Source: an optimization exercise on an open RTL-to-GDS flow (aim: small area). Production flows keep margins and buffers that such runs may drop. Only simulation tests tie the RTL to the original design; equivalence was not proved. Power is estimated from default activity; no workload was simulated.

`design/flow/config.mk`:
```
export PLATFORM = sky130hd
export DESIGN_NAME = regfile_scoreboard
export DESIGN_NICKNAME = regfile_scoreboard
export VERILOG_FILES = /design/flow/design.v
export SDC_FILE = /design/flow/constraint.sdc
export NUM_CORES = 4
export LEC_CHECK = 0
export CAP_MARGIN = 20
export CORE_MARGIN = 2
export CORE_UTILIZATION = 55
export SLEW_MARGIN = 20
export SYNTH_HIERARCHICAL = 1
export SYNTH_MINIMUM_KEEP_SIZE = 0
```
`design/flow/constraint.sdc`:
```
create_clock -name core_clock -period 8.0 [get_ports {clk}]
set_input_delay 1.6000 -clock core_clock [delete_from_list [all_inputs] [get_ports {clk}]]
set_output_delay 1.6000 -clock core_clock [all_outputs]
set_load 0.01 [all_outputs]
```
`design/flow/design.v`:
```
module rf_word #(
  parameter int W = 32
) (
  input  logic         clk,
  input  logic         we,
  input  logic         wen,
  input  logic [W-1:0] wd,
  output logic [W-1:0] q
);
  always_ff @(posedge clk)
    q <= (wd & {W{we}}) | (q & {W{wen}});
endmodule
module rf_aoi222 (
  input  logic [2:0] a,
  input  logic [2:0] b,
  output logic       y
);
  assign y = ~|(a & b);
endmodule
module rf_aoi22 (
  input  logic [1:0] a,
  input  logic [1:0] b,
  output logic       y
);
  assign y = ~|(a & b);
endmodule
module rf_nand4 (
  input  logic [3:0] a,
  output logic       y
);
  assign y = ~&a;
endmodule
module rf_nand3 (
  input  logic [2:0] a,
  output logic       y
);
  assign y = ~&a;
endmodule
module rf_or3 (
  input  logic [2:0] a,
  output logic       y
);
  assign y = |a;
endmodule
module rf_ao32 (
  input  logic [31:0] s,
  input  logic [31:0] d,
  output logic        y
);
  logic [10:0] n;
  logic [2:0]  g;
  genvar k;
  generate
    for (k = 0; k < 10; k++) begin : g_aoi
      rf_aoi222 u_aoi (.a(s[3*k+2:3*k]), .b(d[3*k+2:3*k]), .y(n[k]));
    end
  endgenerate
  rf_aoi22 u_aoi_last (.a(s[31:30]), .b(d[31:30]), .y(n[10]));
  rf_nand4 u_n0 (.a(n[3:0]),  .y(g[0]));
  rf_nand4 u_n1 (.a(n[7:4]),  .y(g[1]));
  rf_nand3 u_n2 (.a(n[10:8]), .y(g[2]));
  rf_or3   u_o  (.a(g), .y(y));
endmodule
module regfile_scoreboard #(
  parameter int REG_LEN      = 32,
  parameter int REG_ADDR_LEN = 5,
  parameter int CNT_W        = 2
) (
  input  logic                    clk,
  input  logic                    rst,
  input  logic [REG_LEN-1:0]      wb_rd_data,
  input  logic [REG_ADDR_LEN-1:0] wb_rd_addr,
  input  logic                    wb_rd_enable,
  input  logic                    id_rs1_read,
  input  logic [REG_ADDR_LEN-1:0] id_rs1_addr,
  input  logic                    id_rs2_read,
  input  logic [REG_ADDR_LEN-1:0] id_rs2_addr,
  input  logic                    issue_valid,
  input  logic [REG_ADDR_LEN-1:0] issue_rd_addr,
  output logic [REG_LEN-1:0]      rs1_data,
  output logic [REG_LEN-1:0]      rs2_data,
  output logic                    stall_req
);
  localparam int NUM_REGS = 1 << REG_ADDR_LEN;
  logic [NUM_REGS-1:0][REG_LEN-1:0] w_regs;
  logic [NUM_REGS-1:0]              w_valid;
  logic [NUM_REGS-1:0][CNT_W-1:0]   w_cnt;
  logic [NUM_REGS-1:0] w_we;      
  logic [NUM_REGS-1:0] w_sel1;    
  logic [NUM_REGS-1:0] w_sel2;
  logic [NUM_REGS-1:0] w_busy;    
  logic [NUM_REGS-1:0] w_full;    
  logic [NUM_REGS-1:0] w_hit1, w_hit2, w_hiti;
  logic [NUM_REGS-1:0] w_inc;
  logic [NUM_REGS-1:0] w_dec;
  logic                w_byp1, w_byp2;
  logic                w_haz1, w_haz2, w_hazi;
  logic                w_stall;
  assign w_byp1 = wb_rd_enable && (wb_rd_addr == id_rs1_addr) && (id_rs1_addr != '0);
  assign w_byp2 = wb_rd_enable && (wb_rd_addr == id_rs2_addr) && (id_rs2_addr != '0);
  assign w_regs[0]  = wb_rd_data;
  assign w_valid[0] = 1'b0;
  assign w_cnt[0]   = '0;
  assign w_we[0]    = 1'b0;
  assign w_sel1[0]  = w_byp1;
  assign w_sel2[0]  = w_byp2;
  assign w_busy[0]  = 1'b0;
  assign w_full[0]  = 1'b0;
  assign w_hit1[0]  = 1'b0;
  assign w_hit2[0]  = 1'b0;
  assign w_hiti[0]  = 1'b0;
  assign w_inc[0]   = 1'b0;
  assign w_dec[0]   = 1'b0;
  genvar gi;
  generate
    for (gi = 1; gi < NUM_REGS; gi++) begin : g_reg
      logic             r_valid;
      logic [CNT_W-1:0] r_cnt;
      assign w_valid[gi] = r_valid;
      assign w_cnt[gi]   = r_cnt;
      assign w_we[gi]   = wb_rd_enable && (wb_rd_addr == REG_ADDR_LEN'(gi));
      assign w_hit1[gi] = (id_rs1_addr == REG_ADDR_LEN'(gi));
      assign w_hit2[gi] = (id_rs2_addr == REG_ADDR_LEN'(gi));
      assign w_hiti[gi] = (issue_rd_addr == REG_ADDR_LEN'(gi));
      assign w_sel1[gi] = w_hit1[gi] && r_valid && !w_byp1;
      assign w_sel2[gi] = w_hit2[gi] && r_valid && !w_byp2;
      assign w_busy[gi] = (r_cnt != '0) && !(w_we[gi] && (r_cnt == CNT_W'(1)));
      assign w_full[gi] = (r_cnt == '1) && !w_we[gi];
      assign w_dec[gi]  = w_we[gi] && (r_cnt != '0);
      assign w_inc[gi]  = issue_valid && !w_stall && w_hiti[gi];
      rf_word #(.W(REG_LEN)) u_word (
        .clk(clk), .we(w_we[gi]), .wen(!w_we[gi]), .wd(wb_rd_data), .q(w_regs[gi])
      );
      always_ff @(posedge clk or negedge rst) begin
        if (!rst) begin
          r_valid <= 1'b0;
          r_cnt   <= '0;
        end else begin
          if (w_we[gi])
            r_valid <= 1'b1;
          if (w_inc[gi] && !w_dec[gi])
            r_cnt <= r_cnt + 1'b1;
          else if (w_dec[gi] && !w_inc[gi])
            r_cnt <= r_cnt - 1'b1;
        end
      end
    end
    for (gi = 0; gi < REG_LEN; gi++) begin : g_bit
      logic [NUM_REGS-1:0] col;
      for (genvar r = 0; r < NUM_REGS; r++) begin : g_col
        assign col[r] = w_regs[r][gi];
      end
      rf_ao32 u_rd1 (.s(w_sel1), .d(col), .y(rs1_data[gi]));
      rf_ao32 u_rd2 (.s(w_sel2), .d(col), .y(rs2_data[gi]));
    end
  endgenerate
  rf_ao32 u_haz1 (.s(w_hit1), .d(w_busy), .y(w_haz1));
  rf_ao32 u_haz2 (.s(w_hit2), .d(w_busy), .y(w_haz2));
  rf_ao32 u_hazi (.s(w_hiti), .d(w_full), .y(w_hazi));
  assign w_stall   = (id_rs1_read && w_haz1) || (id_rs2_read && w_haz2) ||
                     (issue_valid && w_hazi);
  assign stall_req = w_stall;
endmodule
```
`design/flow/run.sh`:
```
#!/bin/bash
# synth_recipe.tcl (not shown) runs the flow's synth.tcl, then flattens the netlist and writes it again
# the make line also repeats each setting of config.mk as NAME=value (left out here)
make -C /OpenROAD-flow-scripts/flow DESIGN_CONFIG=/design/flow/config.mk WORK_HOME=/design/flow/orfs CLKGATE_MAP_FILE= SYNTH_SCRIPT=/design/flow/synth_recipe.tcl finish
```
==> summary.txt, run 1 <==
Worst Path Required -> 6.40 ns
Fmax -> 131 MHz
kind of cell adding the most delay to the critical path -> simple AND/OR/NAND/NOR gates
final clock skew -> 0.0110 ns
CTS tree -> yes
cell count after synthesis -> 4153
number of levels in the clock H-tree -> 3
Power Density -> 293 nW/µm²
Slew HR -> 16.5%
internal reg-to-reg setup slack -> 3.78 ns
transition at the pin with the smallest max-transition slack -> 1.25 ns
detailed placement HPWL -> 119000 µm
Non-Filler Cell Area, Final -> 54200 µm²
DRT iter0 DRCs -> 9882
synthesized area divided by synthesized cell count -> 11.5 µm²
number of buffers created by CTS -> 114
number of synthesized flops with an enable pin -> 0
std cell rows -> 108
setup-violating endpoint count in the final report -> 0
Routability Congestion -> 0.974
biggest fanout along the worst timing path -> 32
Synth warnings -> 8
I/O Buffers -> 122
area delta synth->final -> 13.4%
Seq cells post-synth -> 1085
leakage power summed over all cells -> 22.1 nW
horizontal die dimension -> 299 µm
pin count of the biggest net entering global routing -> 53
Slew Limit Fails -> 0
nature of the critical path startpoint -> primary input
async set or reset register ratio after synthesis -> 8.57%
count of nets left with antenna violations after detail routing -> 0
run status -> no timing/DRC/antenna violations
via count of the first global-routing pass -> 41532
antenna violations before repair -> 4
path type of the worst setup path -> primary input to primary output
drt via density -> 7.94
Die Footprint -> 89300 µm²
Setup Buffers After CTS -> 0
routed wire length -> 204000 µm
Resize count post-CTS -> 0
worst vdd ir -> 0.257 mV
GRT overflow -> 0
fraction of final layout cells with drive strength greater than 1 -> 13.7%
combined area of all synthesized cells -> 47800 µm²
final-layout fill cell count -> 7064
cell-by-cell trace of the critical path -> clkdlybuf4s50_1 -> xor2_1 -> nor3_2 -> nand3_1 -> and4_2 -> a222oi_1 -> nand4_1 -> or3_1 -> clkdlybuf4s50_1
min cycle time layout -> 7.66 ns
clock latency on the worst-skew pair -> 0.71 ns
GRT Util Overall -> 43.3%
dominant cell type by count on the critical path -> clkdlybuf4s50_1
Post-DP Area -> 49900 µm²
endpoints failing hold -> 0
CP arrival -> 6.06 ns
unrepaired setup endpoints after global routing -> no
worst min-delay path class -> register to register
total number of clock tree sinks -> 1085
total vias in the final route -> 44402
net total in the final layout -> 4522
top_reg_cell synth -> dfxtp_1
Die Y -> 299 µm
Max stage delay on crit path -> 0.84 ns
router iterations before antenna repair -> 12
Core ar. -> 86500 µm²
wire length of the first global-routing pass -> 287000 µm
share of synthesized area occupied by flip-flops and latches -> 46.4%
maximum clock insertion buffer count -> 3
critical path endpoint category -> primary output
# DRC -> 0
Final Cycle Share -> 95.7%
Initial Utilization -> 55.3%
setup tns final -> 0 ns
clock-pin transition on the worst setup and hold timing paths -> 0.06 ns
sum of buffers and inverters on the critical path -> 2
Yosys cell types -> 49
buffer type at the clock tree root -> clkbuf_16
average wire length per cell after detail routing -> 36.4 µm
I/O pin cnt -> 123
Max Cap Viol -> 0
cell at the slowest stage of the critical path -> and4_2
quantity of hold-fixing buffers added after cts -> 0
-- per-module statistics from Yosys (local to each module, per instance), a selection --
module | times used | cell area, µm² | flip-flops and latches
rf_nand4 | 134 | 6.26 | 0
rf_aoi222 | 670 | 10.0 | 0
rf_nand3 | 67 | 5.00 | 0
rf_aoi22 | 67 | 12.5 | 0
regfile_scoreboard | 1 | 7960 | 93
rf_or3 | 67 | 6.26 | 0
-- per-stage QoR --
step | hold slack (ns) | setup WS [ns] | cells | utilization [%] | total power [mW]
after floorplan | 0.448 | 0.515 | 4158 | - | 9.06
after global placement | 0.472 | 0.638 | 5371 | 57.7 | 10.0
after detailed placement | 0.470 | 0.600 | 5372 | 57.7 | 10.1
after CTS | 0.486 | 0.598 | 5581 | 62.5 | 15.8
after global routing | 0.501 | 0.335 | 5588 | 62.7 | 16.5
final | 0.486 | 0.345 | 5593 | 62.7 | 15.9
-- sequential cells by signal, indices dropped and copies added (netlist names) --
name        cells
g.u_word.q    992
g.r_cnt        62
g.r_valid      31
-- layer usage --
layer / part of all wire (%) / vias to the layer above / wire length, µm / global-route usage [%]
li1: - / 18245 / - / -
met2: 40 / 4081 / 82100 / 60.7
met1: 37 / 21325 / 74600 / 57.6
met5: 0 / - / 0 / 0
met4: 8.1 / 0 / 16500 / 29.1
met3: 15 / 751 / 30400 / 12.4
-- path summary, 6_finish.rpt --
| path | end | depth (start not counted) | from |
|---|---|---|---|
| setup / recovery | rs1_data[28] | 9 | wb_rd_addr[1] |
| hold / removal | g_reg[14].r_valid | 1 | g_reg[14].r_valid |
| setup reg to reg | g_reg[10].r_cnt[1] | 12 | g_reg[21].r_cnt[0] |
| hold reg to reg | g_reg[14].r_valid | 1 | g_reg[14].r_valid |
| max in group asynchronous | g_reg[22].r_cnt[1] | 2 | rst |
| min in group asynchronous | g_reg[10].r_cnt[0] | 1 | rst |
-- kinds of logic (layout without fill, tap and decap cells) --
kind of cell,Yosys count,after routing,share of synthesized area [%]
buffers and inverters,324,599,5.62
xor gates and xnor gates,70,70,1.28
other,1,11,0.00784
DFF,1085,1085,46.4
adders and majority gates,124,124,3.24
AOI/OAI and AO/OA,1797,1797,34.9
and+or+nand+nor,752,752,8.58
-- where the power goes --
part / internal (mW) / switching (mW) / total [mW]
Clock: 3.46 / 2.32 / 5.78
Combinational: 1.27 / 1.25 / 2.52
Sequential: 6.59 / 0.998 / 7.58
-- cell usage after synthesis (4+ instances only) --
master,number,area share [%]
nor3_1,37,0.39
nor2_1,152,1.2
and2_1,15,0.20
nand4_1,136,1.8
ha_1,124,3.2
inv_1,94,0.74
dfxtp_1,992,42
or3_1,98,1.3
nand2_1,77,0.60
nor4b_1,4,0.073
buf_6,193,4.5
buf_2,8,0.084
a222oi_1,671,14
nor3_2,10,0.21
nand3_1,103,1.1
clkbuf_1,23,0.18
a22o_2,62,1.3
or3b_2,4,0.073
nor2b_1,24,0.31
nand3b_1,7,0.11
and4_1,15,0.27
a22oi_2,67,1.8
or2_2,18,0.24
dfrtp_1,93,4.9
or2_1,7,0.092
a22o_1,930,17
nand2b_1,30,0.39
a21oi_1,33,0.35
xnor2_1,36,0.66
xor2_1,34,0.62
o21ai_0,31,0.32
-- cell type report --
cell class / count / area (µm²) / area share, %
Antenna cell: 5 / 12.5 / 0.0231
Clock buffer: 163 / 3440 / 6.34
Clock inverter: 46 / 672 / 1.24
Inverter: 94 / 353 / 0.651
Multi-Input combinational cell: 2749 / 23400 / 43.2
Sequential cell: 1085 / 22200 / 40.9
Tap cell: 1155 / 1450 / 2.67
Timing Repair Buffer: 296 / 2700 / 4.97
-- placed cells by master (no fill, tap or decap), types with 36 or more instances in the layout --
cell               n
a222oi_1         671
dfxtp_1          992
ha_1             124
a22oi_2           67
or3_1             98
a22o_1           930
inv_1             92
clkbuf_16        121
clkdlybuf4s50_1  121
nand4_1          136
xnor2_1           36
nand3_1          102
dfrtp_1           93
a22o_2            62
nor2_1           125
nand2_1           67
buf_4            164
-- worst register-to-register path: cells and delay by family, from the launching register on --
kind                     cells  cell delay [ns]
flip-flops                   1             0.43
AO/OA/AOI/OAI                3             0.96
adder cells (fa/ha/maj)      2             0.51
AND/OR/NAND/NOR              7             2.20
==> inputs of run 2 (changes only) <==
--- a/design/flow/design.v
+++ b/design/flow/design.v
@@ -61,6 +61,26 @@
   rf_nand3 u_n2 (.a(n[10:8]), .y(g[2]));
   rf_or3   u_o  (.a(g), .y(y));
 endmodule
+module rf_cnt (
+  input  logic clk,
+  input  logic rst,
+  input  logic we,
+  input  logic inc,
+  output logic busy,    
+  output logic full     
+);
+  logic [1:0] r_cnt;
+  logic       x;
+  assign x    = we ? (r_cnt[1] & ~r_cnt[0]) : r_cnt[0];
+  assign busy = r_cnt[1] | (r_cnt[0] & ~we);
+  assign full = r_cnt[1] & r_cnt[0] & ~we;
+  always_ff @(posedge clk or negedge rst) begin
+    if (!rst)
+      r_cnt <= 2'b00;
+    else
+      r_cnt <= {(r_cnt[1] & (~we | inc | r_cnt[0])) | (~we & inc & r_cnt[0]), inc ^ x};
+  end
+endmodule
 module regfile_scoreboard #(
   parameter int REG_LEN      = 32,
   parameter int REG_ADDR_LEN = 5,
@@ -84,7 +104,6 @@
   localparam int NUM_REGS = 1 << REG_ADDR_LEN;
   logic [NUM_REGS-1:0][REG_LEN-1:0] w_regs;
   logic [NUM_REGS-1:0]              w_valid;
-  logic [NUM_REGS-1:0][CNT_W-1:0]   w_cnt;
   logic [NUM_REGS-1:0] w_we;      
   logic [NUM_REGS-1:0] w_sel1;    
   logic [NUM_REGS-1:0] w_sel2;
@@ -92,7 +111,6 @@
   logic [NUM_REGS-1:0] w_full;    
   logic [NUM_REGS-1:0] w_hit1, w_hit2, w_hiti;
   logic [NUM_REGS-1:0] w_inc;
-  logic [NUM_REGS-1:0] w_dec;
   logic                w_byp1, w_byp2;
   logic                w_haz1, w_haz2, w_hazi;
   logic                w_stall;
@@ -100,7 +118,6 @@
   assign w_byp2 = wb_rd_enable && (wb_rd_addr == id_rs2_addr) && (id_rs2_addr != '0);
   assign w_regs[0]  = wb_rd_data;
   assign w_valid[0] = 1'b0;
-  assign w_cnt[0]   = '0;
   assign w_we[0]    = 1'b0;
   assign w_sel1[0]  = w_byp1;
   assign w_sel2[0]  = w_byp2;
@@ -110,39 +127,30 @@
   assign w_hit2[0]  = 1'b0;
   assign w_hiti[0]  = 1'b0;
   assign w_inc[0]   = 1'b0;
-  assign w_dec[0]   = 1'b0;
   genvar gi;
   generate
     for (gi = 1; gi < NUM_REGS; gi++) begin : g_reg
-      logic             r_valid;
-      logic [CNT_W-1:0] r_cnt;
+      logic r_valid;
       assign w_valid[gi] = r_valid;
-      assign w_cnt[gi]   = r_cnt;
       assign w_we[gi]   = wb_rd_enable && (wb_rd_addr == REG_ADDR_LEN'(gi));
       assign w_hit1[gi] = (id_rs1_addr == REG_ADDR_LEN'(gi));
       assign w_hit2[gi] = (id_rs2_addr == REG_ADDR_LEN'(gi));
       assign w_hiti[gi] = (issue_rd_addr == REG_ADDR_LEN'(gi));
       assign w_sel1[gi] = w_hit1[gi] && r_valid && !w_byp1;
       assign w_sel2[gi] = w_hit2[gi] && r_valid && !w_byp2;
-      assign w_busy[gi] = (r_cnt != '0) && !(w_we[gi] && (r_cnt == CNT_W'(1)));
-      assign w_full[gi] = (r_cnt == '1) && !w_we[gi];
-      assign w_dec[gi]  = w_we[gi] && (r_cnt != '0);
       assign w_inc[gi]  = issue_valid && !w_stall && w_hiti[gi];
+      rf_cnt u_cnt (
+        .clk(clk), .rst(rst), .we(w_we[gi]), .inc(w_inc[gi]),
+        .busy(w_busy[gi]), .full(w_full[gi])
+      );
       rf_word #(.W(REG_LEN)) u_word (
         .clk(clk), .we(w_we[gi]), .wen(!w_we[gi]), .wd(wb_rd_data), .q(w_regs[gi])
       );
       always_ff @(posedge clk or negedge rst) begin
-        if (!rst) begin
+        if (!rst)
           r_valid <= 1'b0;
-          r_cnt   <= '0;
-        end else begin
-          if (w_we[gi])
-            r_valid <= 1'b1;
-          if (w_inc[gi] && !w_dec[gi])
-            r_cnt <= r_cnt + 1'b1;
-          else if (w_dec[gi] && !w_inc[gi])
-            r_cnt <= r_cnt - 1'b1;
-        end
+        else if (w_we[gi])
+          r_valid <= 1'b1;
       end
     end
     for (gi = 0; gi < REG_LEN; gi++) begin : g_bit
==> design/flow/flow/run.sh (new file) <==
#!/bin/bash
# The standard ORFS layout (the standard.sh, unchanged synthesis), with two changes:
# - clock tree: larger sink clusters and no dummy loads, so fewer clock buffers;
# - port buffers: the smallest buffer, sky130_fd_sc_hd__buf_1, on every input and output.
# make's output goes to standard.log; ORFS keeps each step's log under orfs/logs/.
set -euo pipefail
export CTS_ARGS="-sink_clustering_enable -repair_clock_nets -dont_use_dummy_load -sink_clustering_size 25 -sink_clustering_max_diameter 100"
export BUFFER_PORTS_ARGS="-buffer_cell sky130_fd_sc_hd__buf_1"
bash standard.sh finish > standard.log 2>&1
==> design/flow/standard.sh (new file) <==
#!/bin/bash
# synth_recipe.tcl (not shown) runs the flow's synth.tcl, then flattens the netlist and writes it again
# the make line also repeats each setting of config.mk as NAME=value (left out here)
make -C /OpenROAD-flow-scripts/flow DESIGN_CONFIG=/design/flow/config.mk WORK_HOME=/design/flow/orfs CLKGATE_MAP_FILE= SYNTH_SCRIPT=/design/flow/synth_recipe.tcl "${@:-finish}"
removed: design/flow/run.sh
==> run 2 against run 1 <==
Against the previous run: worst setup slack gained 0.56 ns; first-iteration DRC count grew 0.36%; sequential share of layout area grew 4.2 points; clock skew grew 0.053 ns; final cell count shrank 5.2%; combinational power shrank 13%; power shrank 20%; register-to-register slack gained 0.69 ns; critical endpoint is now rs2_data[0]; worst hold slack gained 0.0014 ns; non-clock buffer count shrank 17; largest cell class unchanged.
==> summary.txt, run 2 <==
run status -> no timing/DRC/antenna violations (unchanged)
post-layout utilization of the core -> 58.7% (was 62.7%)
net total in the final layout -> 4226 (was 4522)
wire length of the first global-routing pass -> 288000 µm (was 287000 µm)
transition at the pin with the smallest max-transition slack -> 1.27 ns (was 1.25 ns)
biggest fanout along the worst timing path -> 32 (unchanged)
Die Footprint -> 87100 µm² (was 89300 µm²)
Slew HR -> 15.1% (was 16.5%)
GRT overflow -> 0 (unchanged)
worst vdd ir -> 0.193 mV (was 0.257 mV)
number of buffers created by CTS -> 50 (was 114)
Resize count post-CTS -> 0 (unchanged)
Max Cap Viol -> 0 (unchanged)
number of synthesized flops with an enable pin -> 0 (unchanged)
antenna violations before repair -> 2 (was 4)
Yosys cell types -> 47 (was 49)
cell-by-cell trace of the critical path -> buf_1 -> nor2_2 -> a21oi_1 -> nor3b_4 -> buf_4 -> nor4b_2 -> buf_4 -> a222oi_1 -> nand4_1 -> or3_1 -> buf_1 (was clkdlybuf4s50_1 -> xor2_1 -> nor3_2 -> nand3_1 -> and4_2 -> a222oi_1 -> nand4_1 -> or3_1 -> clkdlybuf4s50_1)
synthesized area divided by synthesized cell count -> 11.5 µm² (about the same)
maximum clock insertion buffer count -> 3 (unchanged)
Seq cells post-synth -> 1085 (unchanged)
nature of the critical path startpoint -> primary input (unchanged)
Die Y -> 295 µm (was 299 µm)
via count of the first global-routing pass -> 42546 (was 41532)
GRT Util Overall -> 44.4% (was 43.3%)
diode insertion count for antenna repair -> 0 (was 5)
clock latency on the worst-skew pair -> 0.66 ns (was 0.71 ns)
flip-flop count of the largest register after layout -> 992 (unchanged)
total number of clock tree sinks -> 1085 (unchanged)
I/O Buffers -> 122 (unchanged)
Worst Path Required -> 6.40 ns (about the same)
final clock skew -> 0.0638 ns (was 0.0110 ns)
Slew Limit Fails -> 0 (unchanged)
pin count of the biggest net entering global routing -> 52 (was 53)
Top Registers -> g.u_word.q (992), g.u_cnt.r_cnt (62), g.r_valid (31) (was g.u_word.q (992), g.r_cnt (62), g.r_valid (31))
combined area of all synthesized cells -> 46600 µm² (was 47800 µm²)
endpoints failing hold -> 0 (unchanged)
std cell rows -> 106 (was 108)
area delta synth->final -> 5.46% (was 13.4%)
CP arrival -> 5.50 ns (was 6.06 ns)
top_reg_cell synth -> dfxtp_1 (unchanged)
unrepaired setup endpoints after global routing -> no (unchanged)
most frequent cells in the layout -> 992 x dfxtp_1, 930 x a22o_1, 671 x a222oi_1, 155 x buf_4, 134 x nand4_1 (was 992 x dfxtp_1, 930 x a22o_1, 671 x a222oi_1, 164 x buf_4, 136 x nand4_1)
horizontal die dimension -> 295 µm (was 299 µm)
drt via density -> 8.36 (was 7.94)
cell count after synthesis -> 4057 (was 4153)
min cycle time layout -> 7.10 ns (was 7.66 ns)
most common library cell in the layout ignoring fill and taps -> dfxtp_1 (unchanged)
leading post-synthesis cells by instance count -> 992 x dfxtp_1, 930 x a22o_1, 671 x a222oi_1 (unchanged)
Power Density -> 257 nW/µm² (was 293 nW/µm²)
internal reg-to-reg setup slack -> 4.47 ns (was 3.78 ns)
leakage power summed over all cells -> 19.6 nW (was 22.1 nW)
buffer type at the clock tree root -> clkbuf_16 (unchanged)
routed wire length -> 202000 µm (was 204000 µm)
count leader, synth -> dfxtp_1 (unchanged)
cell at the slowest stage of the critical path -> nor3b_4 (was and4_2)
Synth warnings -> 9 (was 8)
register ranked first by flip-flop count -> g.u_word.q (unchanged)
router iterations before antenna repair -> 14 (was 12)
# DRC -> 0 (unchanged)
critical path endpoint category -> primary output (unchanged)
path type of the worst setup path -> primary input to primary output (unchanged)
Initial Utilization -> 55.6% (was 55.3%)
average wire length per cell after detail routing -> 38.2 µm (was 36.4 µm)
quantity of hold-fixing buffers added after cts -> 0 (unchanged)
Final Cycle Share -> 88.7% (was 95.7%)
I/O pin cnt -> 123 (unchanged)
detailed placement HPWL -> 116000 µm (was 119000 µm)
share of synthesized area occupied by flip-flops and latches -> 47.6% (was 46.4%)
DRT iter0 DRCs -> 9918 (was 9882)
count of nets left with antenna violations after detail routing -> 0 (unchanged)
total power draw -> 12.7 mW (was 15.9 mW)
CTS tree -> yes (unchanged)
number of levels in the clock H-tree -> 2 (was 3)
total vias in the final route -> 44334 (was 44402)
Fmax -> 141 MHz (was 131 MHz)
async set or reset register ratio after synthesis -> 8.57% (unchanged)
clock-pin transition on the worst setup and hold timing paths -> 0.07 ns (was 0.06 ns)
Routability Congestion -> 1.09 (was 0.974)
top post-synthesis cells by area -> dfxtp_1 43%, a22o_1 17%, a222oi_1 14%, dfrtp_1 5.0%, buf_6 4.6% (was dfxtp_1 42%, a22o_1 17%, a222oi_1 14%, dfrtp_1 4.9%, buf_6 4.5%)
setup tns final -> 0 ns (unchanged)
leading area contributor after synthesis -> dfxtp_1 (unchanged)
worst min-delay path class -> register to register (unchanged)
fraction of synthesized cell area taken by the top area cell type -> 42.6% (was 41.5%)
Setup Buffers After CTS -> 0 (unchanged)
Core ar. -> 83800 µm² (was 86500 µm²)
Max stage delay on crit path -> 0.82 ns (was 0.84 ns)
fraction of final layout cells with drive strength greater than 1 -> 12.5% (was 13.7%)
setup-violating endpoint count in the final report -> 0 (unchanged)
## run 2: path summary, 6_finish.rpt
path,to,start,cells past startpoint
setup / recovery,rs2_data[0],id_rs2_addr[0],11
setup reg to reg,g_reg[7].u_cnt.r_cnt[1],g_reg[3].u_cnt.r_cnt[1],10
min in group asynchronous,g_reg[22].u_cnt.r_cnt[0],rst,1
hold / removal,g_reg[26].r_valid,g_reg[26].r_valid,1
hold reg to reg,g_reg[26].r_valid,g_reg[26].r_valid,1
max in group asynchronous,g_reg[31].u_cnt.r_cnt[0],rst,2
## run 2: where the power goes
part	switching, mW	internal (mW)
Clock	1.74	1.12
Combinational	1.12	1.08
Sequential	1.02	6.57
Total	3.89	8.78
## run 2: area by class of cell
class,count,area [µm²]
fill,6983,34600
multi-input combinational,2658,22300
sequential,1085,22200
timing repair buffer,279,1710
tap,1134,1420
clock buffer,50,1250
inverter,94,353
## run 2: per-module statistics from Yosys, one instance, submodules excluded, a selection
| module | cells | area (µm²) | copies in the design |
|---|---|---|---|
| rf_aoi22 | 1 | 12.5 | 67 |
| rf_nand4 | 1 | 6.26 | 134 |
| rf_cnt | 13 | 114 | 31 |
| rf_or3 | 1 | 6.26 | 67 |
| rf_aoi222 | 1 | 10.0 | 670 |
| regfile_scoreboard | 479 | 3240 | 1 |
| rf_nand3 | 1 | 5.00 | 67 |
## run 2: worst max-delay path, delay by kind of cell
kind            cells  cell delay [ns]
buf+inv             4             1.37
simple gates        5             1.83
compound gates      2             0.67
## run 2: logic make-up after synthesis
| family | synth area share (%) |
|---|---|
| DFF | 47.6 |
| AOI/OAI and AO/OA | 36.7 |
| buffers and inverters | 5.69 |
| xor gates and xnor gates | 0.797 |
| and+or+nand+nor | 9.25 |
| other | 0.00804 |
## run 2: per-stage QoR
| step | worst slack (ns) | hold slack (ns) | instance area (µm²) | std cells |
|---|---|---|---|---|
| floorplan | 1.07 | 0.439 | 46700 | 4062 |
| global placement | 1.14 | 0.457 | 47900 | 5248 |
| detailed placement | 1.07 | 0.464 | 47900 | 5248 |
| CTS | 1.06 | 0.481 | 49100 | 5298 |
| global route | 0.680 | 0.509 | 49200 | 5300 |
| finish | 0.903 | 0.487 | 49200 | 5300 |
## run 2: layer usage
metal	up-vias	routed length [µm]	share of wire, %	track usage (%)
met4	0	17800	8.8	32.4
met5	-	0	0	0
li1	17694	-	-	-
met1	21512	70800	35	57.1
met3	900	30700	15	12.1
met2	4228	83000	41	63.9
==> inputs of run 3 (changes only) <==
--- a/design/flow/design.v
+++ b/design/flow/design.v
@@ -7,8 +7,22 @@
   input  logic [W-1:0] wd,
   output logic [W-1:0] q
 );
+  logic [W-1:0] d;
+  genvar k;
+  generate
+    for (k = 0; k < W; k++) begin : g_bit
+      rf_ao22 u_mux (.a({we, wen}), .b({wd[k], q[k]}), .y(d[k]));
+    end
+  endgenerate
   always_ff @(posedge clk)
-    q <= (wd & {W{we}}) | (q & {W{wen}});
+    q <= d;
+endmodule
+module rf_ao22 (
+  input  logic [1:0] a,
+  input  logic [1:0] b,
+  output logic       y
+);
+  assign y = |(a & b);
 endmodule
 module rf_aoi222 (
   input  logic [2:0] a,
@@ -17,21 +31,14 @@
 );
   assign y = ~|(a & b);
 endmodule
-module rf_aoi22 (
+module rf_nand2 (
   input  logic [1:0] a,
-  input  logic [1:0] b,
-  output logic       y
-);
-  assign y = ~|(a & b);
-endmodule
-module rf_nand4 (
-  input  logic [3:0] a,
   output logic       y
 );
   assign y = ~&a;
 endmodule
-module rf_nand3 (
-  input  logic [2:0] a,
+module rf_nand4 (
+  input  logic [3:0] a,
   output logic       y
 );
   assign y = ~&a;
@@ -47,7 +54,7 @@
   input  logic [31:0] d,
   output logic        y
 );
-  logic [10:0] n;
+  logic [11:0] n;
   logic [2:0]  g;
   genvar k;
   generate
@@ -55,10 +62,11 @@
       rf_aoi222 u_aoi (.a(s[3*k+2:3*k]), .b(d[3*k+2:3*k]), .y(n[k]));
     end
   endgenerate
-  rf_aoi22 u_aoi_last (.a(s[31:30]), .b(d[31:30]), .y(n[10]));
+  rf_nand2 u_t30 (.a({s[30], d[30]}), .y(n[10]));
+  rf_nand2 u_t31 (.a({s[31], d[31]}), .y(n[11]));
   rf_nand4 u_n0 (.a(n[3:0]),  .y(g[0]));
   rf_nand4 u_n1 (.a(n[7:4]),  .y(g[1]));
-  rf_nand3 u_n2 (.a(n[10:8]), .y(g[2]));
+  rf_nand4 u_n2 (.a(n[11:8]), .y(g[2]));
   rf_or3   u_o  (.a(g), .y(y));
 endmodule
 module rf_cnt (
--- a/design/flow/config.mk
+++ b/design/flow/config.mk
@@ -7,7 +7,7 @@
 export LEC_CHECK = 0
 export CAP_MARGIN = 20
 export CORE_MARGIN = 2
-export CORE_UTILIZATION = 55
+export CORE_UTILIZATION = 65
 export SLEW_MARGIN = 20
 export SYNTH_HIERARCHICAL = 1
 export SYNTH_MINIMUM_KEEP_SIZE = 0
==> run 3 against run 2 <==
Against the previous run: synthesized area shrank 5.2%; largest cell class is now flip-flops and latches; critical path depth unchanged; largest power group unchanged; worst hold slack better by 0.0088 ns.
==> summary.txt, run 3 <==
run status -> no timing/DRC/antenna violations (unchanged)
clock latency on the worst-skew pair -> 0.67 ns (was 0.66 ns)
Resize count post-CTS -> 0 (unchanged)
area delta synth->final -> 9.76% (was 5.46%)
part of the power in combinational logic -> 17.6% (was 17.4%)
drt via density -> 8.76 (was 8.36)
worst min-delay path class -> register to register (unchanged)
pin count of the biggest net entering global routing -> 78 (was 52)
maximum clock insertion buffer count -> 3 (unchanged)
total vias in the final route -> 44827 (was 44334)
leading area contributor after synthesis -> dfxtp_1 (unchanged)
Power Density -> 260 nW/µm² (was 257 nW/µm²)
Fmax -> 138 MHz (was 141 MHz)
CTS tree -> yes (unchanged)
antenna violations before repair -> 13 (was 2)
GRT Util Overall -> 52.2% (was 44.4%)
Net Switching -> 3.76 mW (was 3.89 mW)
biggest fanout along the worst timing path -> 32 (unchanged)
global-route track usage on met3 -> 22.0% (was 12.1%)
Setup Buffers After CTS -> 0 (unchanged)
critical path endpoint category -> primary output (unchanged)
number of levels in the clock H-tree -> 2 (unchanged)
transition at the pin with the smallest max-transition slack -> 1.38 ns (was 1.27 ns)
nature of the critical path startpoint -> primary input (unchanged)
Slew HR -> 7.99% (was 15.1%)
min cycle time layout -> 7.26 ns (was 7.10 ns)
net total in the final layout -> 4298 (was 4226)
routed wire length -> 191000 µm (was 202000 µm)
GRT busiest layer -> met2 (unchanged)
I/O Buffers -> 122 (unchanged)
final clock skew -> 0.0388 ns (was 0.0638 ns)
Worst Slack Setup Final -> 0.736 ns (was 0.903 ns)
synthesized area divided by synthesized cell count -> 11.2 µm² (was 11.5 µm²)
setup slack at placement -> 1.28 ns (was 1.07 ns)
total number of clock tree sinks -> 1085 (unchanged)
std cell rows -> 95 (was 106)
count of nets left with antenna violations after detail routing -> 0 (unchanged)
leakage power summed over all cells -> 18.2 nW (was 19.6 nW)
routing usage on met2 -> 71.3% (was 63.9%)
leading post-synthesis cells by instance count -> 992 x a22o_1, 992 x dfxtp_1, 671 x a222oi_1 (was 992 x dfxtp_1, 930 x a22o_1, 671 x a222oi_1)
Seq cells post-synth -> 1085 (unchanged)
share of synthesized area occupied by flip-flops and latches -> 50.2% (was 47.6%)
path type of the worst setup path -> primary input to primary output (unchanged)
# DRC -> 0 (unchanged)
most frequent cells in the layout -> 992 x a22o_1, 992 x dfxtp_1, 671 x a222oi_1, 212 x nand2_1, 201 x nand4_1 (was 992 x dfxtp_1, 930 x a22o_1, 671 x a222oi_1, 155 x buf_4, 134 x nand4_1)
clock network fraction of total power -> 22.4% (was 22.6%)
cell count after synthesis -> 3938 (was 4057)
Synth warnings -> 9 (unchanged)
post-layout utilization of the core -> 72.1% (was 58.7%)
Worst Path Required -> 6.40 ns (about the same)
fraction of synthesized cell area taken by the top area cell type -> 44.9% (was 42.6%)
switching fraction of total power -> 29.9% (was 30.7%)
top post-synthesis cells by area -> dfxtp_1 45%, a22o_1 20%, a222oi_1 15%, dfrtp_1 5.3%, nand4_1 2.8% (was dfxtp_1 43%, a22o_1 17%, a222oi_1 14%, dfrtp_1 5.0%, buf_6 4.6%)
CP arrival -> 5.66 ns (was 5.50 ns)
Die Footprint -> 70100 µm² (was 87100 µm²)
Pint -> 8.84 mW (was 8.78 mW)
Routability Congestion -> 0.961 (was 1.09)
quantity of hold-fixing buffers added after cts -> 0 (unchanged)
unrepaired setup endpoints after global routing -> no (unchanged)
top_reg_cell synth -> dfxtp_1 (unchanged)
flip-flop count of the largest register after layout -> 992 (unchanged)
Top Registers -> g.u_word.q (992), g.u_cnt.r_cnt (62), g.r_valid (31) (unchanged)
number of synthesized flops with an enable pin -> 0 (unchanged)
detailed placement HPWL -> 106000 µm (was 116000 µm)
met1 demand-to-capacity share in global routing -> 65.7% (was 57.1%)
router iterations before antenna repair -> 15 (was 14)
share of power burned in registers -> 60.0% (about the same)
setup-violating endpoint count in the final report -> 0 (unchanged)
register ranked first by flip-flop count -> g.u_word.q (unchanged)
total power draw -> 12.6 mW (was 12.7 mW)
Die Y -> 265 µm (was 295 µm)
Max Cap Viol -> 0 (unchanged)
Slew Limit Fails -> 0 (unchanged)
Core ar. -> 67300 µm² (was 83800 µm²)
Final Cycle Share -> 90.8% (was 88.7%)
worst vdd ir -> 0.176 mV (was 0.193 mV)
Initial Utilization -> 65.7% (was 55.6%)
clock-pin transition on the worst setup and hold timing paths -> 0.06 ns (was 0.07 ns)
I/O pin cnt -> 123 (unchanged)
horizontal die dimension -> 265 µm (was 295 µm)
combined area of all synthesized cells -> 44200 µm² (was 46600 µm²)
GRT overflow -> 0 (unchanged)
Yosys cell types -> 45 (was 47)
fraction of final layout cells with drive strength greater than 1 -> 9.08% (was 12.5%)
buffer type at the clock tree root -> clkbuf_16 (unchanged)
wire length of the first global-routing pass -> 274000 µm (was 288000 µm)
number of buffers created by CTS -> 49 (was 50)
average wire length per cell after detail routing -> 37.4 µm (was 38.2 µm)
via count of the first global-routing pass -> 42035 (was 42546)
endpoints failing hold -> 0 (unchanged)
DRT iter0 DRCs -> 11472 (was 9918)
async set or reset register ratio after synthesis -> 8.57% (unchanged)
setup tns final -> 0 ns (unchanged)
## run 3: worst max-delay path, cell delays in order
cell      delay [ns]
buf_1           0.54
nor2_2          0.19
a21oi_1         0.23
nor3b_4         0.43
buf_4           0.33
nor3_2          0.07
buf_4           0.33
a222oi_1        0.41
nand4_1         0.73
or3_1           0.64
buf_1           0.14
## run 3: area by class of cell
| cell class | instances | area [µm²] |
|---|---|---|
| well taps | 873 | 1090 |
| multi-input cells | 2725 | 21900 |
| clock buffers | 49 | 1230 |
| diodes | 7 | 17.5 |
| fillers | 4994 | 18800 |
| repair buffers | 285 | 1730 |
| inverters | 94 | 353 |
| flip-flops and latches | 1085 | 22200 |
## run 3: metrics by stage
step,instances,cell area (µm²),hold WS (ns)
3_3_place_gp,5057,47200,0.455
2_1_floorplan,3943,44200,0.440
3_5_place_dp,5059,47200,0.462
5_1_grt,5111,48500,0.510
4_1_cts,5108,48400,0.491
6_report,5118,48500,0.496
## run 3: Yosys stat by module, one instance, submodules excluded, a selection
| module | copies in the design | area [µm²] | cells | flip-flops and latches |
|---|---|---|---|---|
| regfile_scoreboard | 1 | 3240 | 479 | 31 |
| rf_cnt | 31 | 114 | 13 | 2 |
| rf_aoi222 | 670 | 10.0 | 1 | 0 |
| rf_ao22 | 992 | 8.76 | 1 | 0 |
| rf_nand4 | 201 | 6.26 | 1 | 0 |
| rf_or3 | 67 | 6.26 | 1 | 0 |
| rf_nand2 | 134 | 3.75 | 1 | 0 |
## run 3: cell families (layout without fill, tap and decap cells)
| kind of cell | Yosys count | in the layout | share of synthesized area (%) |
|---|---|---|---|
| AO/OA/AOI/OAI | 1792 | 1792 | 36.6 |
| XOR/XNOR | 39 | 39 | 0.841 |
| buffers and inverters | 133 | 428 | 1.27 |
| flip-flops | 1085 | 1085 | 50.2 |
| other | 1 | 13 | 0.00848 |
| AND/OR/NAND/NOR | 888 | 888 | 11.1 |
## run 3: power groups by stage
| stage | combinational [mW] | sequential, mW | clock [mW] |
|---|---|---|---|
| 5_1_grt | 2.37 | 7.68 | 2.98 |
| 3_5_place_dp | 2.15 | 7.60 | 0 |
| 6_report | 2.22 | 7.56 | 2.83 |
| 3_3_place_gp | 2.07 | 7.56 | 0 |
| 2_1_floorplan | 1.57 | 7.36 | 0 |
| 4_1_cts | 2.16 | 7.50 | 2.81 |
## run 3: path summary, 6_finish.rpt
kind	from	endpoint	slack [ns]	cells past startpoint
min	g_reg[8].r_valid	g_reg[8].r_valid	0.50	1
max reg2reg	g_reg[21].u_cnt.r_cnt[0]	g_reg[28].u_cnt.r_cnt[1]	4.59	10
min reg2reg	g_reg[8].r_valid	g_reg[8].r_valid	0.50	1
max in group asynchronous	rst	g_reg[23].u_cnt.r_cnt[1]	6.10	2
max	id_rs2_addr[0]	rs2_data[18]	0.74	11
min in group asynchronous	rst	g_reg[7].u_cnt.r_cnt[1]	0.83	1
## run 3: layer usage
layer / up-vias / wire, µm
met4: 6 / 18400
met2: 4730 / 73800
met1: 21113 / 63900
met5: - / 39
met3: 1146 / 35200
li1: 17832 / -
==> inputs of run 4 (changes only) <==
--- a/design/flow/design.v
+++ b/design/flow/design.v
@@ -30,6 +30,18 @@
   output logic       y
 );
   assign y = ~|(a & b);
+endmodule
+module rf_and2 (
+  input  logic [1:0] a,
+  output logic       y
+);
+  assign y = &a;
+endmodule
+module rf_and3 (
+  input  logic [2:0] a,
+  output logic       y
+);
+  assign y = &a;
 endmodule
 module rf_nand2 (
   input  logic [1:0] a,
@@ -124,6 +136,22 @@
   logic                w_stall;
   assign w_byp1 = wb_rd_enable && (wb_rd_addr == id_rs1_addr) && (id_rs1_addr != '0);
   assign w_byp2 = wb_rd_enable && (wb_rd_addr == id_rs2_addr) && (id_rs2_addr != '0);
+  logic [7:0] w_r1_hi, w_r2_hi, w_r1_hs, w_r2_hs, w_wb_hi;
+  logic [3:0] w_r1_lo, w_r2_lo, w_wb_lo;
+  always_comb begin
+    for (int j = 0; j < 8; j++) begin
+      w_r1_hi[j] = (id_rs1_addr[4:2] == 3'(j));
+      w_r2_hi[j] = (id_rs2_addr[4:2] == 3'(j));
+      w_r1_hs[j] = w_r1_hi[j] && !w_byp1;
+      w_r2_hs[j] = w_r2_hi[j] && !w_byp2;
+      w_wb_hi[j] = wb_rd_enable && (wb_rd_addr[4:2] == 3'(j));
+    end
+    for (int k = 0; k < 4; k++) begin
+      w_r1_lo[k] = (id_rs1_addr[1:0] == 2'(k));
+      w_r2_lo[k] = (id_rs2_addr[1:0] == 2'(k));
+      w_wb_lo[k] = (wb_rd_addr[1:0] == 2'(k));
+    end
+  end
   assign w_regs[0]  = wb_rd_data;
   assign w_valid[0] = 1'b0;
   assign w_we[0]    = 1'b0;
@@ -138,21 +166,25 @@
   genvar gi;
   generate
     for (gi = 1; gi < NUM_REGS; gi++) begin : g_reg
+      localparam int HI = gi / 4;
+      localparam int LO = gi % 4;
       logic r_valid;
+      logic w_wen;
       assign w_valid[gi] = r_valid;
-      assign w_we[gi]   = wb_rd_enable && (wb_rd_addr == REG_ADDR_LEN'(gi));
-      assign w_hit1[gi] = (id_rs1_addr == REG_ADDR_LEN'(gi));
-      assign w_hit2[gi] = (id_rs2_addr == REG_ADDR_LEN'(gi));
+      rf_and2  u_we   (.a({w_wb_hi[HI], w_wb_lo[LO]}), .y(w_we[gi]));
+      rf_nand2 u_wen  (.a({w_wb_hi[HI], w_wb_lo[LO]}), .y(w_wen));
+      rf_and3  u_sel1 (.a({w_r1_hs[HI], w_r1_lo[LO], r_valid}), .y(w_sel1[gi]));
+      rf_and3  u_sel2 (.a({w_r2_hs[HI], w_r2_lo[LO], r_valid}), .y(w_sel2[gi]));
+      assign w_hit1[gi] = w_r1_hi[HI] && w_r1_lo[LO];
+      assign w_hit2[gi] = w_r2_hi[HI] && w_r2_lo[LO];
       assign w_hiti[gi] = (issue_rd_addr == REG_ADDR_LEN'(gi));
-      assign w_sel1[gi] = w_hit1[gi] && r_valid && !w_byp1;
-      assign w_sel2[gi] = w_hit2[gi] && r_valid && !w_byp2;
       assign w_inc[gi]  = issue_valid && !w_stall && w_hiti[gi];
       rf_cnt u_cnt (
         .clk(clk), .rst(rst), .we(w_we[gi]), .inc(w_inc[gi]),
         .busy(w_busy[gi]), .full(w_full[gi])
       );
       rf_word #(.W(REG_LEN)) u_word (
-        .clk(clk), .we(w_we[gi]), .wen(!w_we[gi]), .wd(wb_rd_data), .q(w_regs[gi])
+        .clk(clk), .we(w_we[gi]), .wen(w_wen), .wd(wb_rd_data), .q(w_regs[gi])
       );
       always_ff @(posedge clk or negedge rst) begin
         if (!rst)
==> design/flow/flow/run.sh (replaced) <==
#!/bin/bash
# The standard ORFS layout (the standard.sh, unchanged synthesis), with three changes:
# - port buffers: the smallest buffer, sky130_fd_sc_hd__buf_1, on every input and output;
# - resize step: internal placer buffers removed and high-fanout drivers upsized one step
#   before repair_design (flow/resize_pre.tcl);
# - clock tree: larger sink clusters and no dummy loads, so fewer clock buffers.
# make's output goes to standard.log; ORFS keeps each step's log under orfs/logs/.
set -euo pipefail
here=$(pwd)
export BUFFER_PORTS_ARGS="-buffer_cell sky130_fd_sc_hd__buf_1"
export PRE_RESIZE_TCL="$here/flow/resize_pre.tcl"
export CTS_ARGS="-sink_clustering_enable -repair_clock_nets -dont_use_dummy_load -sink_clustering_size 25 -sink_clustering_max_diameter 100"
bash standard.sh finish > standard.log 2>&1
==> design/flow/flow/resize_pre.tcl (new file) <==
# Sourced by ORFS's resize step (PRE_RESIZE_TCL) before its repair_design.
# Timing-driven global placement buffers every high-fanout net (decoded selects and write
# enables that each reach a whole register, and the write-data bits). A driver one size up
# can carry those loads alone, which is smaller than driver plus buffer. So: take out the
# buffers that the placer's repair added on internal nets (port buffers stay), upsize the
# drivers of high-fanout nets by one step, and let repair_design fix whatever is left.
set block [ord::get_db_block]
set db [ord::get_db]

proc net_has_port {net} {
  if {$net eq "NULL"} { return 0 }
  return [expr {[llength [$net getBTerms]] > 0}]
}

set rm {}
foreach inst [$block getInsts] {
  set m [[$inst getMaster] getName]
  if {![regexp {^sky130_fd_sc_hd__(buf|clkbuf)_[0-9]+$} $m]} { continue }
  set touches_port 0
  foreach it [$inst getITerms] {
    if {[$it isInputSignal] || [$it isOutputSignal]} {
      if {[net_has_port [$it getNet]]} { set touches_port 1 }
    }
  }
  if {!$touches_port} { lappend rm [$inst getName] }
}
puts "bench-flow: removing [llength $rm] internal buffers"
if {[llength $rm] > 0} {
  set objs {}
  foreach n $rm { lappend objs [sta::find_instance $n] }
  remove_buffers {*}$objs
}

set up 0
foreach net [$block getNets] {
  set sig [$net getSigType]
  if {$sig eq "POWER" || $sig eq "GROUND" || $sig eq "CLOCK"} { continue }
  set drv ""
  set fo 0
  foreach it [$net getITerms] {
    if {[$it isOutputSignal]} { set drv $it } elseif {[$it isInputSignal]} { incr fo }
  }
  if {$drv eq "" || $fo < 16} { continue }
  set inst [$drv getInst]
  set m [[$inst getMaster] getName]
  if {[regexp {^(sky130_fd_sc_hd__[a-z0-9]+)_[01]$} $m -> base]} {
    set new ${base}_2
    if {[$db findMaster $new] ne "NULL"} {
      replace_cell [get_cells [$inst getName]] [lindex [get_lib_cells */$new] 0]
      incr up
    }
  }
}
puts "bench-flow: upsized $up high-fanout drivers"
==> run 4 against run 3 <==
Against the previous run: still clean on timing, DRC and antenna; clock skew rose by 0.024 ns; fmax is 4.1% lower; sequential share of layout area up 1.9 points; worst setup slack lost 0.31 ns; synthesized cell count down 1.8%; routed wire length increased by 3.3%; clock power is essentially flat; sequential power about the same; final cell count is 4.4% lower; register-to-register slack got worse by 0.13 ns; critical path depth did not move; power up 0.51%.
==> summary.txt, run 4 <==
nature of the critical path startpoint -> primary input (unchanged)
dominant combinational cell family by area after synthesis -> compound AO/OA/AOI/OAI gates (unchanged)
detailed placement HPWL -> 109000 µm (was 106000 µm)
path type of the worst setup path -> primary input to primary output (unchanged)
drt via density -> 9.33 (was 8.76)
CP arrival -> 5.97 ns (was 5.66 ns)
# DRC -> 0 (unchanged)
kind of cell adding the most delay to the critical path -> simple AND/OR/NAND/NOR gates (unchanged)
maximum clock insertion buffer count -> 3 (unchanged)
leakage power summed over all cells -> 17.8 nW (was 18.2 nW)
worst vdd ir -> 0.201 mV (was 0.176 mV)
net total in the final layout -> 4083 (was 4298)
antenna violations before repair -> 11 (was 13)
run status -> no timing/DRC/antenna violations (unchanged)
final-layout fill cell count -> 4720 (was 4994)
Worst Slack Setup Final -> 0.428 ns (was 0.736 ns)
Final Cycle Share -> 94.6% (was 90.8%)
router iterations before antenna repair -> 22 (was 15)
total vias in the final route -> 45641 (was 44827)
quantity of hold-fixing buffers added after cts -> 0 (unchanged)
flip-flop count of the largest register after layout -> 992 (unchanged)
count of nets left with antenna violations after detail routing -> 0 (unchanged)
std cell rows -> 94 (was 95)
biggest fanout along the worst timing path -> 36 (was 32)
worst hold slack -> 0.492 ns (was 0.496 ns)
worst min-delay path class -> register to register (unchanged)
setup-violating endpoint count in the final report -> 0 (unchanged)
total number of clock tree sinks -> 1085 (unchanged)
async set or reset register ratio after synthesis -> 8.57% (unchanged)
DRT iter0 DRCs -> 13471 (was 11472)
Resize count post-CTS -> 0 (unchanged)
top post-synthesis cells by area -> dfxtp_1 46%, a22o_1 20%, a222oi_1 15%, dfrtp_1 5.3%, nand4_1 2.9% (was dfxtp_1 45%, a22o_1 20%, a222oi_1 15%, dfrtp_1 5.3%, nand4_1 2.8%)
transition at the pin with the smallest max-transition slack -> 1.33 ns (was 1.38 ns)
number of synthesized flops with an enable pin -> 0 (unchanged)
cell-by-cell trace of the critical path -> buf_1 -> nor2b_2 -> and2_2 -> nand2b_1 -> nand2_1 -> a222oi_1 -> nand4_1 -> or3_1 -> a22oi_1 -> nand2_1 -> buf_1 (was buf_1 -> nor2_2 -> a21oi_1 -> nor3b_4 -> buf_4 -> nor3_2 -> buf_4 -> a222oi_1 -> nand4_1 -> or3_1 -> buf_1)
Slew Limit Fails -> 0 (unchanged)
leading area contributor after synthesis -> dfxtp_1 (unchanged)
GRT Util Overall -> 54.1% (was 52.2%)
fraction of synthesized cell area taken by the top area cell type -> 45.6% (was 44.9%)
endpoints failing hold -> 0 (unchanged)
leading post-synthesis cells by instance count -> 992 x a22o_1, 992 x dfxtp_1, 670 x a222oi_1 (was 992 x a22o_1, 992 x dfxtp_1, 671 x a222oi_1)
Synth warnings -> 9 (unchanged)
Yosys cell types -> 30 (was 45)
pin count of the biggest net entering global routing -> 94 (was 78)
share of synthesized area spent on multiplexers -> 0% (unchanged)
horizontal die dimension -> 263 µm (was 265 µm)
Max Cap Viol -> 0 (unchanged)
critical path endpoint category -> primary output (unchanged)
setup slack at placement -> 0.623 ns (was 1.28 ns)
Slew HR -> 11.5% (was 7.99%)
I/O pin cnt -> 123 (unchanged)
synthesized area divided by synthesized cell count -> 11.3 µm² (was 11.2 µm²)
share of synthesized area occupied by flip-flops and latches -> 51.0% (was 50.2%)
number of levels in the clock H-tree -> 2 (unchanged)
number of buffers created by CTS -> 50 (was 49)
clock-pin transition on the worst setup and hold timing paths -> 0.10 ns (was 0.06 ns)
Die Y -> 263 µm (was 265 µm)
Compound-Gate Fraction of Synth Area -> 36.7% (was 36.6%)
unrepaired setup endpoints after global routing -> no (unchanged)
fraction of final layout cells with drive strength greater than 1 -> 6.49% (was 9.08%)
Setup Buffers After CTS -> 0 (unchanged)
xor/xnor cell area share of the yosys netlist -> 0.825% (was 0.841%)
GRT overflow -> 0 (unchanged)
cell count after synthesis -> 3867 (was 3938)
Fmax -> 132 MHz (was 138 MHz)
Top Registers -> g.u_word.q (992), g.u_cnt.r_cnt (62), g.r_valid (31) (unchanged)
via count of the first global-routing pass -> 43874 (was 42035)
Core ar. -> 66000 µm² (was 67300 µm²)
cell at the slowest stage of the critical path -> and2_2 (was nand4_1)
area share of and/or/nand/nor cells after synthesis -> 10.9% (was 11.1%)
Worst Path Required -> 6.40 ns (about the same)
sum of buffers and inverters on the critical path -> 2 (was 4)
Die Footprint -> 69000 µm² (was 70100 µm²)
wire length of the first global-routing pass -> 282000 µm (was 274000 µm)
Post-Synth Adder-Cell Area -> 0% (unchanged)
setup tns final -> 0 ns (unchanged)
Initial Utilization -> 66.0% (was 65.7%)
clock latency on the worst-skew pair -> 0.66 ns (was 0.67 ns)
most frequent cells in the layout -> 992 x a22o_1, 992 x dfxtp_1, 670 x a222oi_1, 205 x nand2_1, 202 x nand4_1 (was 992 x a22o_1, 992 x dfxtp_1, 671 x a222oi_1, 212 x nand2_1, 201 x nand4_1)
routed wire length -> 198000 µm (was 191000 µm)
Power Density -> 272 nW/µm² (was 260 nW/µm²)
Routability Congestion -> 1.00 (was 0.961)
CTS tree -> yes (unchanged)
Max stage delay on crit path -> 1.06 ns (was 0.73 ns)
area delta synth->final -> 7.07% (was 9.76%)
average wire length per cell after detail routing -> 40.4 µm (was 37.4 µm)
buffer type at the clock tree root -> clkbuf_16 (unchanged)
combined area of all synthesized cells -> 43500 µm² (was 44200 µm²)
Seq cells post-synth -> 1085 (unchanged)
min cycle time layout -> 7.57 ns (was 7.26 ns)
final clock skew -> 0.0624 ns (was 0.0388 ns)
I/O Buffers -> 122 (unchanged)
top_reg_cell synth -> dfxtp_1 (unchanged)
register ranked first by flip-flop count -> g.u_word.q (unchanged)
[run 4: layout make-up]
class	count	area, µm²	area share, %
well taps	864	1080	2.32
diodes	5	12.5	0.0269
multi-input cells	2723	21300	45.8
inverters	39	146	0.314
clock buffers	50	1250	2.69
repair buffers	126	598	1.28
flip-flops and latches	1085	22200	47.6
[run 4: metrics by stage]
step                cells  util, %  total power, mW  cell area [µm²]
finish               4892     70.6             12.7            46600
global route         4887     70.6             13.0            46600
CTS                  4884     70.5             12.4            46500
detailed placement   4834     68.6             9.74            45200
global placement     4998     70.1             9.56            46200
floorplan            3872        -             8.87            43500
[run 4: routing by layer]
metal	vias to the layer above	global-route usage, %	part of all wire [%]
met2	5397	74.8	39
li1	17344	-	-
met1	21270	64.4	31
met5	-	0.347	0.052
met4	10	44.0	11
met3	1620	24.3	19
[run 4: kinds of logic (layout without fill, tap and decap cells)]
logic type                after synthesis  in the layout
xor gates and xnor gates               41             41
DFF                                  1085           1085
AOI/OAI and AO/OA                    1774           1774
other                                   1             11
and+or+nand+nor                       902            902
buffers and inverters                  64            215
[run 4: path summary, 6_finish.rpt]
| kind | from | end | slack [ns] | cells past startpoint |
|---|---|---|---|---|
| max | wb_rd_addr[1] | stall_req | 0.43 | 11 |
| min | g_reg[30].r_valid | g_reg[30].r_valid | 0.49 | 1 |
| max reg2reg | g_reg[3].u_cnt.r_cnt[0] | g_reg[13].u_cnt.r_cnt[1] | 4.46 | 10 |
| min reg2reg | g_reg[30].r_valid | g_reg[30].r_valid | 0.49 | 1 |
| max in group asynchronous | rst | g_reg[18].r_valid | 6.38 | 1 |
| min in group asynchronous | rst | g_reg[10].u_cnt.r_cnt[0] | 0.99 | 1 |
[run 4: power by group]
group / switching [mW] / internal, mW
clock network: 1.73 / 1.12
registers: 1.01 / 6.58
logic: 1.13 / 1.09
[run 4: worst register-to-register path, delay by kind of cell (launching register included)]
family | cells | cell delay, ns
AO/OA/AOI/OAI | 4 | 1.05
flip-flops | 1 | 0.41
AND/OR/NAND/NOR | 6 | 1.96
[run 4: Yosys stat by module, one instance, submodules excluded, a selection]
module / flip-flops and latches / cell area [µm²]
regfile_scoreboard: 31 / 2210
rf_and2: 0 / 6.26
rf_ao22: 0 / 8.76
rf_nand2: 0 / 3.75
rf_nand4: 0 / 6.26
rf_or3: 0 / 6.26
==> inputs of run 5 (changes only) <==
--- a/design/flow/config.mk
+++ b/design/flow/config.mk
@@ -7,7 +7,7 @@
 export LEC_CHECK = 0
 export CAP_MARGIN = 20
 export CORE_MARGIN = 2
-export CORE_UTILIZATION = 65
+export CORE_UTILIZATION = 55
 export SLEW_MARGIN = 20
 export SYNTH_HIERARCHICAL = 1
 export SYNTH_MINIMUM_KEEP_SIZE = 0
==> run 5 against run 4 <==
Against the previous run: first-iteration DRC count fell by 18%; register-to-register slack improved by 0.09 ns; cell area rose by 0.72%; sequential power barely moved; worst setup slack got worse by 0.11 ns; via count fell by 1.5%.
==> summary.txt, run 5 <==
I/O pin cnt -> 123 (unchanged)
antenna violations before repair -> 20 (was 11)
transition at the pin with the smallest max-transition slack -> 1.32 ns (was 1.33 ns)
std cell rows -> 103 (was 94)
most frequent cells in the layout -> 992 x a22o_1, 992 x dfxtp_1, 670 x a222oi_1, 205 x nand2_1, 202 x nand4_1 (unchanged)
Seq cells post-synth -> 1085 (unchanged)
# DRC -> 0 (unchanged)
clock network fraction of total power -> 22.8% (was 22.5%)
leading area contributor after synthesis -> dfxtp_1 (unchanged)
setup tns final -> 0 ns (unchanged)
number of buffers created by CTS -> 50 (unchanged)
Net Switching -> 3.88 mW (about the same)
nature of the critical path startpoint -> primary input (unchanged)
clock-pin transition on the worst setup and hold timing paths -> 0.06 ns (was 0.10 ns)
pin count of the biggest net entering global routing -> 94 (unchanged)
count of placed standard cells in the final layout, fillers left out -> 5084 (was 4892)
Non-Filler Cell Area, Final -> 46900 µm² (was 46600 µm²)
Max Cap Viol -> 0 (unchanged)
I/O Buffers -> 122 (unchanged)
unrepaired setup endpoints after global routing -> no (unchanged)
top_reg_cell synth -> dfxtp_1 (unchanged)
worst min-delay path class -> register to register (unchanged)
CP arrival -> 6.09 ns (was 5.97 ns)
worst hold slack -> 0.483 ns (was 0.492 ns)
synthesized area divided by synthesized cell count -> 11.3 µm² (unchanged)
leading post-synthesis cells by instance count -> 992 x a22o_1, 992 x dfxtp_1, 670 x a222oi_1 (unchanged)
router iterations before antenna repair -> 15 (was 22)
average wire length per cell after detail routing -> 41.2 µm (was 40.4 µm)
Initial Utilization -> 55.4% (was 66.0%)
Setup Buffers After CTS -> 0 (unchanged)
cell count after synthesis -> 3867 (unchanged)
routed wire length -> 209000 µm (was 198000 µm)
flip-flop count of the largest register after layout -> 992 (unchanged)
total vias in the final route -> 44937 (was 45641)
Final Cycle Share -> 96.1% (was 94.6%)
buffer type at the clock tree root -> clkbuf_16 (unchanged)
DRT iter0 DRCs -> 11086 (was 13471)
Cell Count Post-Placement -> 5022 (was 4834)
Pint -> 8.79 mW (about the same)
storage element area -> 22200 µm² (unchanged)
total power draw -> 12.7 mW (about the same)
critical path endpoint category -> primary output (unchanged)
part of the power in combinational logic -> 17.5% (was 17.6%)
async set or reset register ratio after synthesis -> 8.57% (unchanged)
quantity of hold-fixing buffers added after cts -> 0 (unchanged)
Resize count post-CTS -> 0 (unchanged)
area delta synth->final -> 7.84% (was 7.07%)
endpoints failing hold -> 0 (unchanged)
clock latency on the worst-skew pair -> 0.66 ns (about the same)
share of synthesized area occupied by flip-flops and latches -> 51.0% (unchanged)
horizontal die dimension -> 285 µm (was 263 µm)
switching fraction of total power -> 30.6% (about the same)
setup-violating endpoint count in the final report -> 0 (unchanged)
Slew Limit Fails -> 0 (unchanged)
detailed placement HPWL -> 115000 µm (was 109000 µm)
worst vdd ir -> 0.199 mV (was 0.201 mV)
CTS tree -> yes (unchanged)
GRT overflow -> 0 (unchanged)
Yosys cell types -> 30 (unchanged)
Top Registers -> g.u_word.q (992), g.u_cnt.r_cnt (62), g.r_valid (31) (unchanged)
drt via density -> 8.84 (was 9.33)
Worst Slack Setup Final -> 0.314 ns (was 0.428 ns)
footprint of the multi-input gates -> 21400 µm² (was 21300 µm²)
Power Density -> 270 nW/µm² (was 272 nW/µm²)
Die Y -> 285 µm (was 263 µm)
fraction of synthesized cell area taken by the top area cell type -> 45.6% (unchanged)
wire length of the first global-routing pass -> 294000 µm (was 282000 µm)
number of synthesized flops with an enable pin -> 0 (unchanged)
leakage power summed over all cells -> 17.8 nW (about the same)
Routability Congestion -> 1.01 (was 1.00)
share of power burned in registers -> 59.7% (was 59.9%)
Synth warnings -> 9 (unchanged)
Slew HR -> 12.1% (was 11.5%)
fraction of final layout cells with drive strength greater than 1 -> 6.56% (was 6.49%)
maximum clock insertion buffer count -> 3 (unchanged)
net total in the final layout -> 4085 (was 4083)
setup slack at placement -> 0.432 ns (was 0.623 ns)
biggest fanout along the worst timing path -> 36 (unchanged)
combined area of all synthesized cells -> 43500 µm² (unchanged)
Fmax -> 130 MHz (was 132 MHz)
GRT Util Overall -> 48.5% (was 54.1%)
path type of the worst setup path -> primary input to primary output (unchanged)
register ranked first by flip-flop count -> g.u_word.q (unchanged)
via count of the first global-routing pass -> 43416 (was 43874)
Die Footprint -> 81400 µm² (was 69000 µm²)
min cycle time layout -> 7.69 ns (was 7.57 ns)
total number of clock tree sinks -> 1085 (unchanged)
final clock skew -> 0.0452 ns (was 0.0624 ns)
count of nets left with antenna violations after detail routing -> 0 (unchanged)
Worst Path Required -> 6.40 ns (about the same)
number of levels in the clock H-tree -> 2 (unchanged)
run status -> no timing/DRC/antenna violations (unchanged)
Core ar. -> 78600 µm² (was 66000 µm²)
Post-DP Area -> 45500 µm² (was 45200 µm²)
post-layout utilization of the core -> 59.7% (was 70.6%)
final-layout fill cell count -> 6591 (was 4720)
top post-synthesis cells by area -> dfxtp_1 46%, a22o_1 20%, a222oi_1 15%, dfrtp_1 5.3%, nand4_1 2.9% (unchanged)
[run 5: logic make-up (layout without fill, tap and decap cells)]
group	after synthesis	after routing	synth area share [%]
XOR/XNOR	41	41	0.825
buffers and inverters	64	217	0.609
AND/OR/NAND/NOR	902	902	10.9
flip-flops	1085	1085	51.0
other	1	15	0.00862
AO/OA/AOI/OAI	1774	1774	36.7
[run 5: area by class of cell]
type | count | area share [%]
inverter | 39 | 0.312
multi-input combinational | 2723 | 45.5
sequential | 1085 | 47.3
clock buffer | 50 | 2.67
antenna | 9 | 0.0480
tap | 1050 | 2.80
timing repair buffer | 128 | 1.35
[run 5: critical path: stages]
cell and delay, ns:
buf_1 0.31, nand2_1 0.16, nor2_1 0.78, and2_2 1.18
nand2b_1 0.27, nand2_1 0.09, a222oi_1 0.34, nand4_1 0.19
or3_1 0.41, a22oi_1 0.43, nand2_1 0.13, buf_1 0.16
[run 5: worst paths after layout]
kind / start / end / slack [ns] / depth (start not counted)
max in group asynchronous: rst / g_reg[26].u_cnt.r_cnt[0] / 6.31 / 1
max: wb_rd_addr[2] / stall_req / 0.31 / 12
min reg2reg: g_reg[6].r_valid / g_reg[6].r_valid / 0.48 / 1
min: g_reg[6].r_valid / g_reg[6].r_valid / 0.48 / 1
max reg2reg: g_reg[11].u_cnt.r_cnt[0] / g_reg[12].u_cnt.r_cnt[1] / 4.55 / 10
min in group asynchronous: rst / g_reg[8].u_cnt.r_cnt[0] / 1.00 / 1
[run 5: power by group through the flow]
stage	Sequential [mW]	Combinational, mW	Clock [mW]
after CTS	7.50	2.14	2.86
after global placement	7.51	2.07	0
final	7.57	2.22	2.89
after floorplan	7.34	1.53	0
after detailed placement	7.61	2.13	0
after global routing	7.69	2.35	3.04
[run 5: routing by layer]
layer | share of wire, % | wire [µm] | global-route usage, %
met2 | 40 | 84600 | 68.1
met1 | 34 | 70700 | 60.1
met3 | 17 | 34700 | 17.6
met4 | 9.1 | 19100 | 38.0
met5 | 0.080 | 168 | 0.581
[run 5: modules after synthesis (local to each module, per instance), a selection]
module / cell area, µm² / cells / flops+latches
rf_and3: 6.26 / 1 / 0
regfile_scoreboard: 2210 / 315 / 31
rf_cnt: 103 / 12 / 2
rf_nand2: 3.75 / 1 / 0
rf_aoi222: 10.0 / 1 / 0
rf_nand4: 6.26 / 1 / 0
rf_and2: 6.26 / 1 / 0
rf_or3: 6.26 / 1 / 0
rf_ao22: 8.76 / 1 / 0

==> separate check: timing with driven ports <==
The flow's constraints put no driver on any port. The routed layouts listed below were extracted and timed again, unchanged, in two steps.
Step 1, drivers: a clkbuf_16 drives clk and a buf_2 each remaining input, both assumed.
Step 2 also shifts input and output timing later by t, the mid clock arrival at the registers, as if the neighbouring blocks saw the same clock.
a / b / c = ideal / step 1 / step 2; a / b = the first two.
run	t (ns)	setup slack, ns	worst setup path at the end	slew at the worst register clock pin (ns)
run 1	0.778	0.345 / 0.324 / 0.324	input to output	0.07 / 0.07
run 2	0.706	0.903 / 0.871 / 0.871	input to output	0.10 / 0.10
run 3	0.730	0.736 / 0.708 / 0.708	input to output	0.11 / 0.11
run 4	0.719	0.428 / 0.398 / 0.398	input to output	0.10 / 0.10
run 5	0.713	0.314 / 0.286 / 0.286	input to output	0.11 / 0.11
After both steps setup and hold are still met in every run listed. The setup slack of run 2, which loses most, moves by -0.032 ns with the drivers and by -0.032 ns with both steps.
